Background: an optimization exercise with open tools, aiming at small area. Do not read the settings as production practice. Only simulation tests tie the RTL to the original design; equivalence was not proved. Power is estimated from default activity; no workload was simulated.

==> inputs of run a <==
==> flow/design.v <==
package rf_pkg;
  localparam int DEF_DATA_W   = 32;
  localparam int DEF_NUM_REGS = 32;
  localparam int DEF_NUM_RD   = 2;
  function automatic int addr_w(input int n);
    addr_w = (n < 2) ? 1 : $clog2(n);
  endfunction
endpackage
module rf_sb_board
#(
  parameter int NUM_REGS = rf_pkg::DEF_NUM_REGS,
  localparam int AW      = rf_pkg::addr_w(NUM_REGS),
  localparam int CNT_W   = AW + 1
) (
  input  logic                clk,
  input  logic                rst_n,
  input  logic                we,
  input  logic [AW-1:0]       wr_addr,
  input  logic [NUM_REGS-1:0] wr_dec,
  input  logic [NUM_REGS-1:0] wr_dec_n,
  input  logic                claim,
  input  logic [AW-1:0]       claim_addr,
  output logic                claim_ack,
  output logic [NUM_REGS-1:0] busy,
  output logic [CNT_W-1:0]    busy_cnt
);
  logic [NUM_REGS-1:1] busy_q;
  logic [NUM_REGS-1:1] busy_d;
  logic [NUM_REGS-1:1] cdec;      
  logic [CNT_W-1:0]    cnt_q;
  logic                busy_c;    
  logic                busy_w;    
  logic                wr_c;      
  logic                cl_fire;   
  assign busy = {busy_q, 1'b0};
  always_comb begin
    for (int i = 1; i < NUM_REGS; i++) cdec[i] = (claim_addr == AW'(i));
  end
  logic [10:0] bc_n, bw_n;
  for (genvar g = 0; g < 10; g++) begin : g_bs
    rf_aoi222 u_bc (
      .a1 (cdec[3*g+1]), .a2 (busy_q[3*g+1]),
      .b1 (cdec[3*g+2]), .b2 (busy_q[3*g+2]),
      .c1 (cdec[3*g+3]), .c2 (busy_q[3*g+3]),
      .y  (bc_n[g])
    );
    rf_aoi222 u_bw (
      .a1 (wr_dec[3*g+1]), .a2 (busy_q[3*g+1]),
      .b1 (wr_dec[3*g+2]), .b2 (busy_q[3*g+2]),
      .c1 (wr_dec[3*g+3]), .c2 (busy_q[3*g+3]),
      .y  (bw_n[g])
    );
  end
  assign bc_n[10] = !(cdec[31] && busy_q[31]);
  assign bw_n[10] = !(wr_dec[31] && busy_q[31]);
  assign busy_c   = !(&bc_n);
  assign busy_w   = !(&bw_n);
  assign wr_c = we && (wr_addr == claim_addr) && (claim_addr != '0);
  assign claim_ack = claim && (!busy_c || wr_c);
  assign cl_fire   = claim_ack && (claim_addr != '0);
  for (genvar i = 1; i < NUM_REGS; i++) begin : g_b
    rf_ao22 u_nx (
      .a1 (cdec[i]),   .a2 (cl_fire),
      .b1 (busy_q[i]), .b2 (wr_dec_n[i]),
      .y  (busy_d[i])
    );
  end
  always_ff @(posedge clk or negedge rst_n) begin
    if (!rst_n) busy_q <= '0;
    else        busy_q <= busy_d;
  end
  logic inc, dec;
  assign inc = cl_fire && !busy_c;
  assign dec = busy_w && !(cl_fire && wr_c);
  always_ff @(posedge clk or negedge rst_n) begin
    if (!rst_n)           cnt_q <= '0;
    else if (inc && !dec) cnt_q <= cnt_q + CNT_W'(1);
    else if (dec && !inc) cnt_q <= cnt_q - CNT_W'(1);
  end
  assign busy_cnt = cnt_q;
endmodule
module rf_aoi222 (
  input  logic a1, a2, b1, b2, c1, c2,
  output logic y
);
  assign y = !((a1 && a2) || (b1 && b2) || (c1 && c2));
endmodule
module rf_ao22 (
  input  logic a1, a2, b1, b2,
  output logic y
);
  assign y = (a1 && a2) || (b1 && b2);
endmodule
module rf_ld (
  input  logic q, d, en, en_n,
  output logic y
);
  assign y = (q && en_n) || (d && en);
endmodule
module rf_nand3 (
  input  logic a, b, c,
  output logic y
);
  assign y = !(a && b && c);
endmodule
module rf_nand4 (
  input  logic a, b, c, d,
  output logic y
);
  assign y = !(a && b && c && d);
endmodule
module rf_nand2 (
  input  logic a, b,
  output logic y
);
  assign y = !(a && b);
endmodule
module rf_or3 (
  input  logic a, b, c,
  output logic y
);
  assign y = a || b || c;
endmodule
module rf_sb
#(
  parameter int DATA_W   = rf_pkg::DEF_DATA_W,
  parameter int NUM_REGS = rf_pkg::DEF_NUM_REGS,
  parameter int NUM_RD   = rf_pkg::DEF_NUM_RD,
  parameter bit ZERO_REG = 1'b1,
  localparam int AW      = rf_pkg::addr_w(NUM_REGS)
) (
  input  logic                     clk,
  input  logic                     rst_n,
  input  logic [NUM_RD*AW-1:0]     rd_addr,
  output logic [NUM_RD*DATA_W-1:0] rd_data,
  output logic [NUM_RD-1:0]        rd_busy,
  input  logic                     we,
  input  logic [AW-1:0]            wr_addr,
  input  logic [DATA_W-1:0]        wr_data,
  input  logic                     claim,
  input  logic [AW-1:0]            claim_addr,
  output logic                     claim_ack,
  output logic [AW:0]              busy_cnt
);
  logic [DATA_W-1:0]   regs_q [1:NUM_REGS-1];
  logic [DATA_W-1:0]   regs_d [1:NUM_REGS-1];
  logic [NUM_REGS-1:1] vld_q;
  logic [NUM_REGS-1:1] vld_d;      
  logic [NUM_REGS-1:0] wr_dec;
  logic [NUM_REGS-1:0] wr_dec_n;
  logic [NUM_REGS-1:0] busy;
  always_comb begin
    wr_dec = '0;
    if (we && rst_n) wr_dec[wr_addr] = 1'b1;
    wr_dec[0] = 1'b0;
  end
  assign wr_dec_n = ~wr_dec;
  for (genvar i = 1; i < NUM_REGS; i++) begin : g_reg
    for (genvar b = 0; b < DATA_W; b++) begin : g_ld
      rf_ld u_ld (
        .q    (regs_q[i][b]),
        .d    (wr_data[b]),
        .en   (wr_dec[i]),
        .en_n (wr_dec_n[i]),
        .y    (regs_d[i][b])
      );
    end
    always_ff @(posedge clk) begin
      regs_q[i] <= regs_d[i];
    end
    assign vld_d[i] = vld_q[i] || wr_dec[i];
    always_ff @(posedge clk or negedge rst_n) begin
      if (!rst_n) vld_q[i] <= 1'b0;
      else        vld_q[i] <= vld_d[i];
    end
  end
  for (genvar p = 0; p < NUM_RD; p++) begin : g_rd
    logic [AW-1:0]       addr;
    logic [NUM_REGS-1:1] dec;
    logic [NUM_REGS-1:1] sel;
    logic [DATA_W-1:0]   data;
    assign addr = rd_addr[p*AW +: AW];
    always_comb begin
      for (int i = 1; i < NUM_REGS; i++) begin
        dec[i] = (addr == AW'(i));
        sel[i] = dec[i] && vld_d[i];
      end
    end
    logic [9:0] bz_n;
    for (genvar g = 0; g < 10; g++) begin : g_bz
      rf_aoi222 u_aoi (
        .a1 (dec[3*g+1]), .a2 (busy[3*g+1]),
        .b1 (dec[3*g+2]), .b2 (busy[3*g+2]),
        .c1 (dec[3*g+3]), .c2 (busy[3*g+3]),
        .y  (bz_n[g])
      );
    end
    assign rd_busy[p] = !(&bz_n) || (dec[31] && busy[31]);
    for (genvar b = 0; b < DATA_W; b++) begin : g_bit
      logic [10:0] t_n;
      logic [2:0]  u;
      for (genvar g = 0; g < 10; g++) begin : g_aoi
        rf_aoi222 u_aoi (
          .a1 (sel[3*g+1]), .a2 (regs_d[3*g+1][b]),
          .b1 (sel[3*g+2]), .b2 (regs_d[3*g+2][b]),
          .c1 (sel[3*g+3]), .c2 (regs_d[3*g+3][b]),
          .y  (t_n[g])
        );
      end
      rf_nand2 u_last (.a (sel[31]), .b (regs_d[31][b]), .y (t_n[10]));
      rf_nand4 u_n0 (.a (t_n[0]), .b (t_n[1]), .c (t_n[2]), .d (t_n[3]), .y (u[0]));
      rf_nand4 u_n1 (.a (t_n[4]), .b (t_n[5]), .c (t_n[6]), .d (t_n[7]), .y (u[1]));
      rf_nand3 u_n2 (.a (t_n[8]), .b (t_n[9]), .c (t_n[10]), .y (u[2]));
      rf_or3   u_o  (.a (u[0]), .b (u[1]), .c (u[2]), .y (data[b]));
    end
    assign rd_data[p*DATA_W +: DATA_W] = data;
  end
  rf_sb_board #(
    .NUM_REGS (NUM_REGS)
  ) u_board (
    .clk        (clk),
    .rst_n      (rst_n),
    .we         (we),
    .wr_addr    (wr_addr),
    .wr_dec     (wr_dec),
    .wr_dec_n   (wr_dec_n),
    .claim      (claim),
    .claim_addr (claim_addr),
    .claim_ack  (claim_ack),
    .busy       (busy),
    .busy_cnt   (busy_cnt)
  );
endmodule
==> flow/flow/run.sh <==
#!/bin/bash
# Standard ORFS layout (the standard.sh) with two changes:
#  - ports are buffered with the plain buf_1 (resizable) instead of a delay cell,
#  - clock tree: clkbuf_16 root, clkbuf_8 leaf clusters, no dummy loads.
# The make output goes to standard.log; each ORFS step logs under orfs/logs.
set -uo pipefail
bash standard.sh \
  "BUFFER_PORTS_ARGS=-buffer_cell sky130_fd_sc_hd__buf_1" \
  "CTS_ARGS=-sink_clustering_enable -repair_clock_nets -dont_use_dummy_load -sink_clustering_size 14 -sink_clustering_max_diameter 50 -root_buf sky130_fd_sc_hd__clkbuf_16 -buf_list sky130_fd_sc_hd__clkbuf_8" \
  finish > standard.log 2>&1
==> flow/standard.sh <==
#!/bin/bash
# synth_recipe.tcl (not shown) runs the flow's synth.tcl, then flattens the netlist and writes it again
# the make line also repeats each setting of config.mk as NAME=value (left out here)
make -C /OpenROAD-flow-scripts/flow DESIGN_CONFIG=/design/flow/config.mk WORK_HOME=/design/flow/orfs CLKGATE_MAP_FILE= SYNTH_SCRIPT=/design/flow/synth_recipe.tcl "${@:-finish}"
==> flow/config.mk <==
export PLATFORM = sky130hd
export DESIGN_NAME = rf_sb
export DESIGN_NICKNAME = rf_sb
export VERILOG_FILES = /design/flow/design.v
export SDC_FILE = /design/flow/constraint.sdc
export NUM_CORES = 4
export LEC_CHECK = 0
export CAP_MARGIN = 20
export CORE_MARGIN = 2
export CORE_UTILIZATION = 45
export CTS_BUF_LIST = sky130_fd_sc_hd__clkbuf_16
export CTS_CLUSTER_DIAMETER = 60
export CTS_CLUSTER_SIZE = 20
export SLEW_MARGIN = 20
export SYNTH_HIERARCHICAL = 1
==> flow/constraint.sdc <==
create_clock -name core_clock -period 8.5 [get_ports {clk}]
set_input_delay 1.7000 -clock core_clock [delete_from_list [all_inputs] [get_ports {clk}]]
set_output_delay 1.7000 -clock core_clock [all_outputs]
set_load 0.01 [all_outputs]
==> run b (differences from run a) <==
--- a/flow/flow/run.sh
+++ b/flow/flow/run.sh
@@ -8,3 +8,3 @@
   "BUFFER_PORTS_ARGS=-buffer_cell sky130_fd_sc_hd__buf_1" \
-  "CTS_ARGS=-sink_clustering_enable -repair_clock_nets -dont_use_dummy_load -sink_clustering_size 14 -sink_clustering_max_diameter 50 -root_buf sky130_fd_sc_hd__clkbuf_16 -buf_list sky130_fd_sc_hd__clkbuf_8" \
+  "CTS_ARGS=-sink_clustering_enable -repair_clock_nets -dont_use_dummy_load -sink_clustering_size 16 -sink_clustering_max_diameter 55 -root_buf sky130_fd_sc_hd__clkbuf_16 -buf_list sky130_fd_sc_hd__clkbuf_8" \
   finish > standard.log 2>&1
Settings changed: CORE_UTILIZATION 45 to 55.
==> run c (differences from run a) <==
--- a/flow/flow/run.sh
+++ b/flow/flow/run.sh
@@ -8,3 +8,3 @@
   "BUFFER_PORTS_ARGS=-buffer_cell sky130_fd_sc_hd__buf_1" \
-  "CTS_ARGS=-sink_clustering_enable -repair_clock_nets -dont_use_dummy_load -sink_clustering_size 14 -sink_clustering_max_diameter 50 -root_buf sky130_fd_sc_hd__clkbuf_16 -buf_list sky130_fd_sc_hd__clkbuf_8" \
+  "CTS_ARGS=-sink_clustering_enable -repair_clock_nets -dont_use_dummy_load -sink_clustering_size 16 -sink_clustering_max_diameter 55 -root_buf sky130_fd_sc_hd__clkbuf_16 -buf_list sky130_fd_sc_hd__clkbuf_8" \
   finish > standard.log 2>&1
Settings changed: CORE_UTILIZATION 45 to 50.
==> notes <==
Run c passed the timing, DRC and antenna checks. Run b finished clean. Run a went through all stages and came out clean.
Clock skew: run a > run c > run b.
Synthesized cell count is the same in run a and run b.
Against run c, the utilization of run b is higher by 5.3 points.
The lowest maximum frequency belongs to run c, the highest to run a.
Between run b and run a, the lower non-clock buffer count is in run b (gap 9).
==> figures <==
|  | run c | run b | run a |
|---|---|---|---|
| Capture point of the critical path | rd_data[55] | rd_data[15] | rd_data[0] |
| Setup WS post-layout | 0.164 ns | 0.438 ns | 0.682 ns |
| Run status | no timing/DRC/antenna violations | no timing/DRC/antenna violations | no timing/DRC/antenna violations |
| Hold path start | vld_q[25] | vld_q[29] | vld_q[31] |
| Number of standard cells in the layout, taps in and fillers out | 5041 | 4931 | 5221 |
| Clock network power | 2910 µW | 2790 µW | 3090 µW |
| Met1 Track Usage GR | 60.1% | 63.7% | 52.4% |
| Share of cells above drive strength 1 | 11.1% | 10.6% | 11.7% |
| Hold Slack | 0.463 ns | 0.467 ns | 0.466 ns |
| Slowest cell on the critical path | nor3_2 | a222oi_1 | nor3_2 |
| Start point of the critical path | wr_addr[0] | wr_addr[0] | wr_addr[1] |
| Number of detailed-routing iterations run before antenna repair | 13 | 17 | 12 |

re-timing with driven ports:
No port has a modelled driver above. Below, the same layouts with a new extraction and two added sets of constraints.
Step 1 (the two cells are an assumption about what drives the block):
set clk [get_ports {clk}]
set_driving_cell -lib_cell sky130_fd_sc_hd__clkbuf_16 $clk
set_driving_cell -lib_cell sky130_fd_sc_hd__buf_2 [delete_from_list [all_inputs] $clk]
Step 2 times the ports against the registers' clock, not the clock port: input delays grow and output delays shrink by t, the midpoint of the rising clock arrivals with the driver on.
a / b / c = ideal ports / drivers / drivers and shift; a / b = the first two.
| run | shift t [ns] | slack for setup (ns) | clock arrival spread, ns | worst data-port slew with drivers (ns) | pins driven straight from the clock port |
|---|---|---|---|---|---|
| run a | 0.716 | 0.682 / 0.660 / 0.660 | 0.073 / 0.073 | 0.13 | 1 |
| run b | 0.693 | 0.438 / 0.412 / 0.412 | 0.100 / 0.100 | 0.09 | 1 |
| run c | 0.705 | 0.164 / 0.139 / 0.139 | 0.096 / 0.095 | 0.14 | 1 |
After both steps setup and hold are still met in every run listed. For run b, which loses most, drivers alone change the setup slack by -0.026 ns; drivers and shift together by -0.026 ns.
